Context: an optimization exercise on an open-source flow, tuned for small area, a short achievable clock period and few clock cycles. The choices shown serve that exercise and are no tape-out recipe.
Function was checked by simulation only, so behaviour that the tests miss may differ from the original.
Power figures rest on the tool's default switching activity, not on a simulated workload.

==> build 74: inputs <==
==> flow/design.v <==
package dcache_pkg;
  localparam int LINE_BITS = 128;
  localparam int OFF_W     = 4;
  localparam int IDX_W     = 4;
  localparam int TAG_W     = 32 - IDX_W - OFF_W;
  typedef enum logic [1:0] {
    IDLE      = 2'd0,
    WRITEBACK = 2'd1,
    ALLOCATE  = 2'd2
  } state_e;
endpackage
module dcache_sram #(
  parameter int NUM_LINES = 16,
  parameter int DATA_W    = 128,
  parameter int IW        = 4,
  parameter int TW        = 24
) (
  input  logic              clk_i,
  input  logic              clr_valid_i,
  input  logic [IW-1:0]     rd_idx_i,
  output logic [TW-1:0]     rd_tag_o,
  output logic              rd_valid_o,
  output logic              rd_dirty_o,
  output logic [DATA_W-1:0] rd_data_o,
  input  logic [IW-1:0]     wr_idx_i,
  input  logic [3:0]        wr_word_en_i,
  input  logic [DATA_W-1:0] wr_data_i,
  input  logic              wr_tag_en_i,
  input  logic [TW-1:0]     wr_tag_i,
  input  logic              wr_dirty_en_i,
  input  logic              wr_dirty_i
);
  localparam int WW = DATA_W / 4;
  logic [NUM_LINES-1:0] valid_q;
  logic [NUM_LINES-1:0] dirty_q;
  logic [TW-1:0]        tag_q  [NUM_LINES];
  logic [DATA_W-1:0]    data_q [NUM_LINES];
  assign rd_tag_o   = tag_q[rd_idx_i];
  assign rd_valid_o = valid_q[rd_idx_i];
  assign rd_dirty_o = dirty_q[rd_idx_i];
  always_comb begin
    rd_data_o = '0;
    for (int i = 0; i < NUM_LINES; i++)
      rd_data_o = rd_data_o | ({DATA_W{rd_idx_i == i}} & data_q[i]);
  end
  always_ff @(posedge clk_i) begin
    for (int i = 0; i < NUM_LINES; i++) begin
      if (clr_valid_i) valid_q[i] <= 1'b0;
      else if (wr_tag_en_i && wr_idx_i == i) valid_q[i] <= 1'b1;
      if (wr_dirty_en_i && wr_idx_i == i) dirty_q[i] <= wr_dirty_i;
      if (wr_tag_en_i && wr_idx_i == i) tag_q[i] <= wr_tag_i;
      for (int w = 0; w < 4; w++)
        if (wr_word_en_i[w] && wr_idx_i == i) data_q[i][w*WW +: WW] <= wr_data_i[w*WW +: WW];
    end
  end
endmodule
module dcache_controller #(
  parameter int NUM_LINES = 16,
  parameter int LINE_BITS = dcache_pkg::LINE_BITS
) (
  input  logic                 clk_i,
  input  logic                 rst_i,
  input  logic                 cpu_req_i,
  input  logic                 cpu_we_i,
  input  logic [31:0]          cpu_addr_i,
  input  logic [31:0]          cpu_data_i,
  output logic [31:0]          cpu_data_o,
  output logic                 cpu_stall_o,
  output logic                 mem_req_o,
  output logic                 mem_we_o,
  output logic [31:0]          mem_addr_o,
  output logic [LINE_BITS-1:0] mem_data_o,
  input  logic [LINE_BITS-1:0] mem_data_i,
  input  logic                 mem_ack_i
);
  localparam int IW = $clog2(NUM_LINES);
  localparam int TW = 32 - IW - dcache_pkg::OFF_W;
  localparam int WW = LINE_BITS / 4;
  logic [IW-1:0]        req_idx;
  logic [TW-1:0]        req_tag;
  logic [1:0]           word_sel;
  logic [3:0]           word_hot;
  logic [TW-1:0]        rd_tag;
  logic                 rd_valid;
  logic                 rd_dirty;
  logic [LINE_BITS-1:0] rd_data;
  logic                 hit;
  logic                 miss;
  logic                 wb;
  logic                 wb_ack;
  logic                 fill;
  logic                 store_hit;
  logic [3:0]           wr_word_en;
  logic [LINE_BITS-1:0] wr_data;
  assign req_idx  = cpu_addr_i[dcache_pkg::OFF_W +: IW];
  assign req_tag  = cpu_addr_i[31 -: TW];
  assign word_sel = cpu_addr_i[3:2];
  assign word_hot = 4'b0001 << word_sel;
  dcache_sram #(
    .NUM_LINES (NUM_LINES),
    .DATA_W    (LINE_BITS),
    .IW        (IW),
    .TW        (TW)
  ) u_sram (
    .clk_i         (clk_i),
    .clr_valid_i   (~rst_i),
    .rd_idx_i      (req_idx),
    .rd_tag_o      (rd_tag),
    .rd_valid_o    (rd_valid),
    .rd_dirty_o    (rd_dirty),
    .rd_data_o     (rd_data),
    .wr_idx_i      (req_idx),
    .wr_word_en_i  (wr_word_en),
    .wr_data_i     (wr_data),
    .wr_tag_en_i   (fill),
    .wr_tag_i      (req_tag),
    .wr_dirty_en_i (store_hit | fill | wb_ack),
    .wr_dirty_i    (~wb_ack & cpu_we_i)
  );
  always_comb begin
    hit       = rd_valid & (rd_tag == req_tag);
    miss      = rst_i & cpu_req_i & ~hit;
    wb        = rd_valid & rd_dirty;
    wb_ack    = miss & mem_ack_i & wb;
    fill      = miss & mem_ack_i & ~wb;
    store_hit = rst_i & cpu_req_i & hit & cpu_we_i;
    for (int w = 0; w < 4; w++) begin
      wr_word_en[w] = fill | (store_hit & word_hot[w]);
      wr_data[w*WW +: WW] = (fill & ~(cpu_we_i & word_hot[w])) ? mem_data_i[w*WW +: WW]
                                                                 : cpu_data_i;
    end
  end
  assign cpu_stall_o = miss & ~(mem_ack_i & ~wb);
  always_comb begin
    cpu_data_o = mem_ack_i ? mem_data_i[{word_sel, 5'b0} +: 32] : 32'h0;
    for (int w = 0; w < 4; w++)
      cpu_data_o = cpu_data_o | ({32{word_hot[w] & ~mem_ack_i}} & rd_data[w*WW +: WW]);
  end
  assign mem_req_o   = miss;
  assign mem_we_o    = wb;
  assign mem_addr_o  = {wb ? rd_tag : req_tag, req_idx, {dcache_pkg::OFF_W{1'b0}}};
  assign mem_data_o  = rd_data;
endmodule
==> flow/flow/run.sh <==
#!/bin/bash
# Own layout flow: the standard ORFS flow (standard.sh, unchanged synthesis and steps) with
# the make settings in args.sh beside this file:
#  - gate sizing free to change a cell's footprint (MATCH_CELL_FOOTPRINT=0),
#  - plain buffers on the ports instead of the delay cells buffer_ports picks by default,
#  - clock tree sink clusters without dummy loads.
# ORFS writes each step's full log under orfs/logs; make's own output goes to make.log.
set -euo pipefail
source "$(dirname "$0")/args.sh"
bash standard.sh "${ARGS[@]}" finish > make.log 2>&1
==> flow/flow/args.sh <==
# make settings for run.sh (and nothing else)
ARGS=(
  MATCH_CELL_FOOTPRINT=0
  "BUFFER_PORTS_ARGS=-buffer_cell sky130_fd_sc_hd__buf_2"
  "CTS_ARGS=-sink_clustering_enable -repair_clock_nets -dont_use_dummy_load -sink_clustering_size 24 -sink_clustering_max_diameter 60"
)
==> flow/standard.sh <==
#!/bin/bash
# synth_recipe.tcl (not shown) runs the flow's synth.tcl, then flattens the netlist and writes it again
# the make line also repeats each setting of config.mk as NAME=value (left out here)
make -C /OpenROAD-flow-scripts/flow DESIGN_CONFIG=/design/flow/config.mk WORK_HOME=/design/flow/orfs CLKGATE_MAP_FILE= SYNTH_SCRIPT=/design/flow/synth_recipe.tcl "${@:-finish}"
==> flow/config.mk <==
export PLATFORM = sky130hd
export DESIGN_NAME = dcache_controller
export DESIGN_NICKNAME = dcache_controller
export VERILOG_FILES = /design/flow/design.v
export SDC_FILE = /design/flow/constraint.sdc
export NUM_CORES = 4
export LEC_CHECK = 0
export CAP_MARGIN = 20
export CORE_MARGIN = 2
export CORE_UTILIZATION = 60
export SETUP_SLACK_MARGIN = 1.5
export SLEW_MARGIN = 20
==> flow/constraint.sdc <==
create_clock -name core_clock -period 7.0 [get_ports {clk_i}]
set_input_delay 1.4000 -clock core_clock [delete_from_list [all_inputs] [get_ports {clk_i}]]
set_output_delay 1.4000 -clock core_clock [all_outputs]
set_load 0.01 [all_outputs]
==> inputs of trial 79, as changes to build 74 <==
--- a/flow/design.v
+++ b/flow/design.v
@@ -40,7 +40,3 @@
   assign rd_dirty_o = dirty_q[rd_idx_i];
-  always_comb begin
-    rd_data_o = '0;
-    for (int i = 0; i < NUM_LINES; i++)
-      rd_data_o = rd_data_o | ({DATA_W{rd_idx_i == i}} & data_q[i]);
-  end
+  assign rd_data_o  = data_q[rd_idx_i];
   always_ff @(posedge clk_i) begin
@@ -133,7 +129,4 @@
   assign cpu_stall_o = miss & ~(mem_ack_i & ~wb);
-  always_comb begin
-    cpu_data_o = mem_ack_i ? mem_data_i[{word_sel, 5'b0} +: 32] : 32'h0;
-    for (int w = 0; w < 4; w++)
-      cpu_data_o = cpu_data_o | ({32{word_hot[w] & ~mem_ack_i}} & rd_data[w*WW +: WW]);
-  end
+  assign cpu_data_o  = mem_ack_i ? mem_data_i[{word_sel, 5'b0} +: 32]
+                                 : rd_data[{word_sel, 5'b0} +: 32];
   assign mem_req_o   = miss;
==> flow/run.sh (new file) <==
#!/bin/bash
# synth_recipe.tcl (not shown) runs the flow's synth.tcl, then flattens the netlist and writes it again
# the make line also repeats each setting of config.mk as NAME=value (left out here)
make -C /OpenROAD-flow-scripts/flow DESIGN_CONFIG=/design/flow/config.mk WORK_HOME=/design/flow/orfs CLKGATE_MAP_FILE= SYNTH_SCRIPT=/design/flow/synth_recipe.tcl finish
- CORE_UTILIZATION: 60 -> 45
- SETUP_SLACK_MARGIN: 1.5 -> 2.0
removed: flow/flow/run.sh
removed: flow/flow/args.sh
removed: flow/standard.sh
==> inputs of trial 18, as changes to build 74 <==
--- a/flow/design.v
+++ b/flow/design.v
@@ -40,7 +40,3 @@
   assign rd_dirty_o = dirty_q[rd_idx_i];
-  always_comb begin
-    rd_data_o = '0;
-    for (int i = 0; i < NUM_LINES; i++)
-      rd_data_o = rd_data_o | ({DATA_W{rd_idx_i == i}} & data_q[i]);
-  end
+  assign rd_data_o  = data_q[rd_idx_i];
   always_ff @(posedge clk_i) begin
@@ -133,7 +129,4 @@
   assign cpu_stall_o = miss & ~(mem_ack_i & ~wb);
-  always_comb begin
-    cpu_data_o = mem_ack_i ? mem_data_i[{word_sel, 5'b0} +: 32] : 32'h0;
-    for (int w = 0; w < 4; w++)
-      cpu_data_o = cpu_data_o | ({32{word_hot[w] & ~mem_ack_i}} & rd_data[w*WW +: WW]);
-  end
+  assign cpu_data_o  = mem_ack_i ? mem_data_i[{word_sel, 5'b0} +: 32]
+                                 : rd_data[{word_sel, 5'b0} +: 32];
   assign mem_req_o   = miss;
==> flow/flow/run.sh (replaced) <==
#!/bin/bash
# Own layout flow: the standard ORFS flow (standard.sh, unchanged synthesis) with
#  - gate sizing free to change a cell's footprint (MATCH_CELL_FOOTPRINT=0),
#  - plain buffers on the ports instead of the delay cells buffer_ports picks by default,
#  - clock tree sink clusters without dummy loads.
# ORFS writes each step's full log under orfs/logs; make's own output goes to make.log.
set -euo pipefail
bash standard.sh \
  MATCH_CELL_FOOTPRINT=0 \
  "BUFFER_PORTS_ARGS=-buffer_cell sky130_fd_sc_hd__buf_2" \
  "CTS_ARGS=-sink_clustering_enable -repair_clock_nets -dont_use_dummy_load" \
  finish > make.log 2>&1
removed: flow/flow/args.sh
==> inputs of build 31, as changes to build 74 <==
--- a/flow/design.v
+++ b/flow/design.v
@@ -24,2 +24,4 @@
   output logic [DATA_W-1:0] rd_data_o,
+  input  logic [TW-1:0]     cmp_tag_i,
+  output logic              rd_hit_o,
   input  logic [IW-1:0]     wr_idx_i,
@@ -40,7 +42,8 @@
   assign rd_dirty_o = dirty_q[rd_idx_i];
+  assign rd_data_o  = data_q[rd_idx_i];
+  logic [NUM_LINES-1:0] match;
   always_comb begin
-    rd_data_o = '0;
-    for (int i = 0; i < NUM_LINES; i++)
-      rd_data_o = rd_data_o | ({DATA_W{rd_idx_i == i}} & data_q[i]);
+    for (int i = 0; i < NUM_LINES; i++) match[i] = valid_q[i] & (tag_q[i] == cmp_tag_i);
   end
+  assign rd_hit_o = |(match & (NUM_LINES'(1) << rd_idx_i));
   always_ff @(posedge clk_i) begin
@@ -86,2 +89,3 @@
   logic [LINE_BITS-1:0] rd_data;
+  logic                 rd_hit;
   logic                 hit;
@@ -111,2 +115,4 @@
     .rd_data_o     (rd_data),
+    .cmp_tag_i     (req_tag),
+    .rd_hit_o      (rd_hit),
     .wr_idx_i      (req_idx),
@@ -120,3 +126,3 @@
   always_comb begin
-    hit       = rd_valid & (rd_tag == req_tag);
+    hit       = rd_hit;
     miss      = rst_i & cpu_req_i & ~hit;
@@ -133,7 +139,4 @@
   assign cpu_stall_o = miss & ~(mem_ack_i & ~wb);
-  always_comb begin
-    cpu_data_o = mem_ack_i ? mem_data_i[{word_sel, 5'b0} +: 32] : 32'h0;
-    for (int w = 0; w < 4; w++)
-      cpu_data_o = cpu_data_o | ({32{word_hot[w] & ~mem_ack_i}} & rd_data[w*WW +: WW]);
-  end
+  assign cpu_data_o  = mem_ack_i ? mem_data_i[{word_sel, 5'b0} +: 32]
+                                 : rd_data[{word_sel, 5'b0} +: 32];
   assign mem_req_o   = miss;
==> flow/flow/run.sh (replaced) <==
#!/bin/bash
# Own layout flow: the standard ORFS flow (standard.sh, unchanged synthesis) with
#  - gate sizing free to change a cell's footprint (MATCH_CELL_FOOTPRINT=0),
#  - plain buffers on the ports instead of the delay cells buffer_ports picks by default,
#  - clock tree sink clusters without dummy loads.
# ORFS writes each step's full log under orfs/logs; make's own output goes to make.log.
set -euo pipefail
bash standard.sh \
  MATCH_CELL_FOOTPRINT=0 \
  "BUFFER_PORTS_ARGS=-buffer_cell sky130_fd_sc_hd__buf_2" \
  "CTS_ARGS=-sink_clustering_enable -repair_clock_nets -dont_use_dummy_load" \
  finish > make.log 2>&1
- CORE_UTILIZATION: 60 -> 45
- SETUP_SLACK_MARGIN: 1.5 -> 2.5
removed: flow/flow/args.sh
==> summary.txt <==
Yosys
  – Synth top cells by count: edfxtp_1, a22oi_1, a22o_1

Pwr
  – Clk pwr share: 30.5%

Run status
  – Status: complete, no violations

Placed design
  – Placed insts: 7496
[end of results for build 74]
==> summary.txt <==
Cells and area
  – Top cell category: flip-flops and latches
  – Clock buffers: 300

Worst setup path
  – CP Max Fanout: 6

Placed design
  – Placed insts: 8711

Yosys
  – Synth top cells by count: edfxtp_1, a22oi_1, clkbuf_1

Pwr
  – Clk pwr share: 38.4%

Run status
  – Status: complete, no violations
[end of results for trial 79]
==> summary.txt <==
Run status
  – Status: complete, no violations

Die
  – Tap Count: 2058

Yosys
  – Mux share of post-synthesis cell area: under 10%

Pwr
  – Clk pwr share: a little over a third

Timing
  – Final worst slack: 1400 ps
  – Setup TNS: 0 ps

Route
  – Drt total wl: 365000 um
[end of results for trial 18]
==> summary.txt <==
Placed design
  – Placed insts: between 9000 and 10000

Run status
  – Status: complete, no violations

Yosys
  – Sequential area share after synthesis: 73.8%
  – Synth top cells by count: edfxtp_1, a22oi_1, xnor2_1

Pwr
  – VDD IR max: 273 uV

CTS
  – CTS resizes: 732
[end of results for build 31]
Testbench counts of build 74, summed over its fixed seeds: cycles 60,633.
Testbench counts of trial 79, summed over its fixed seeds: cycles 60,633.
Testbench counts of trial 18, summed over its fixed seeds: cycles 60,633.
Testbench counts of build 31, summed over its fixed seeds: cycles 60,633.

separate check: timing with driven ports:
In the flow no input, the clock included, has a driving cell. The finished layouts below were timed again as built, in two steps. Step 1, drivers: a clkbuf_16 drives clk_i and a buf_2 each remaining input, both assumed. Step 2 times the ports against the registers' clock, not the clock port: input delays grow and output delays shrink by t, the midpoint of the rising clock arrivals with the driver on. a / b / c = no drivers / after step 1 / after step 2; a / b = the first two.
run | t (ns) | setup WS [ns] | hold slack, ns | worst slew at a driven data input, ns
build 74 | 0.846 | 1.373 / 1.146 / 0.590 | 0.454 / 0.454 / 0.454 | 0.30
trial 79 | 0.971 | 1.261 / 1.005 / 0.772 | 0.452 / 0.452 / 0.452 | 0.31
trial 18 | 0.930 | 1.396 / 1.068 / 0.517 | 0.451 / 0.451 / 0.451 | 0.38
build 31 | 1.042 | 1.220 / 0.933 / 0.933 | 0.510 / 0.510 / 0.510 | 0.44
After both steps every run listed still meets setup and hold. For trial 18, which loses most, drivers alone change the setup slack by -0.328 ns; drivers and shift together by -0.879 ns.
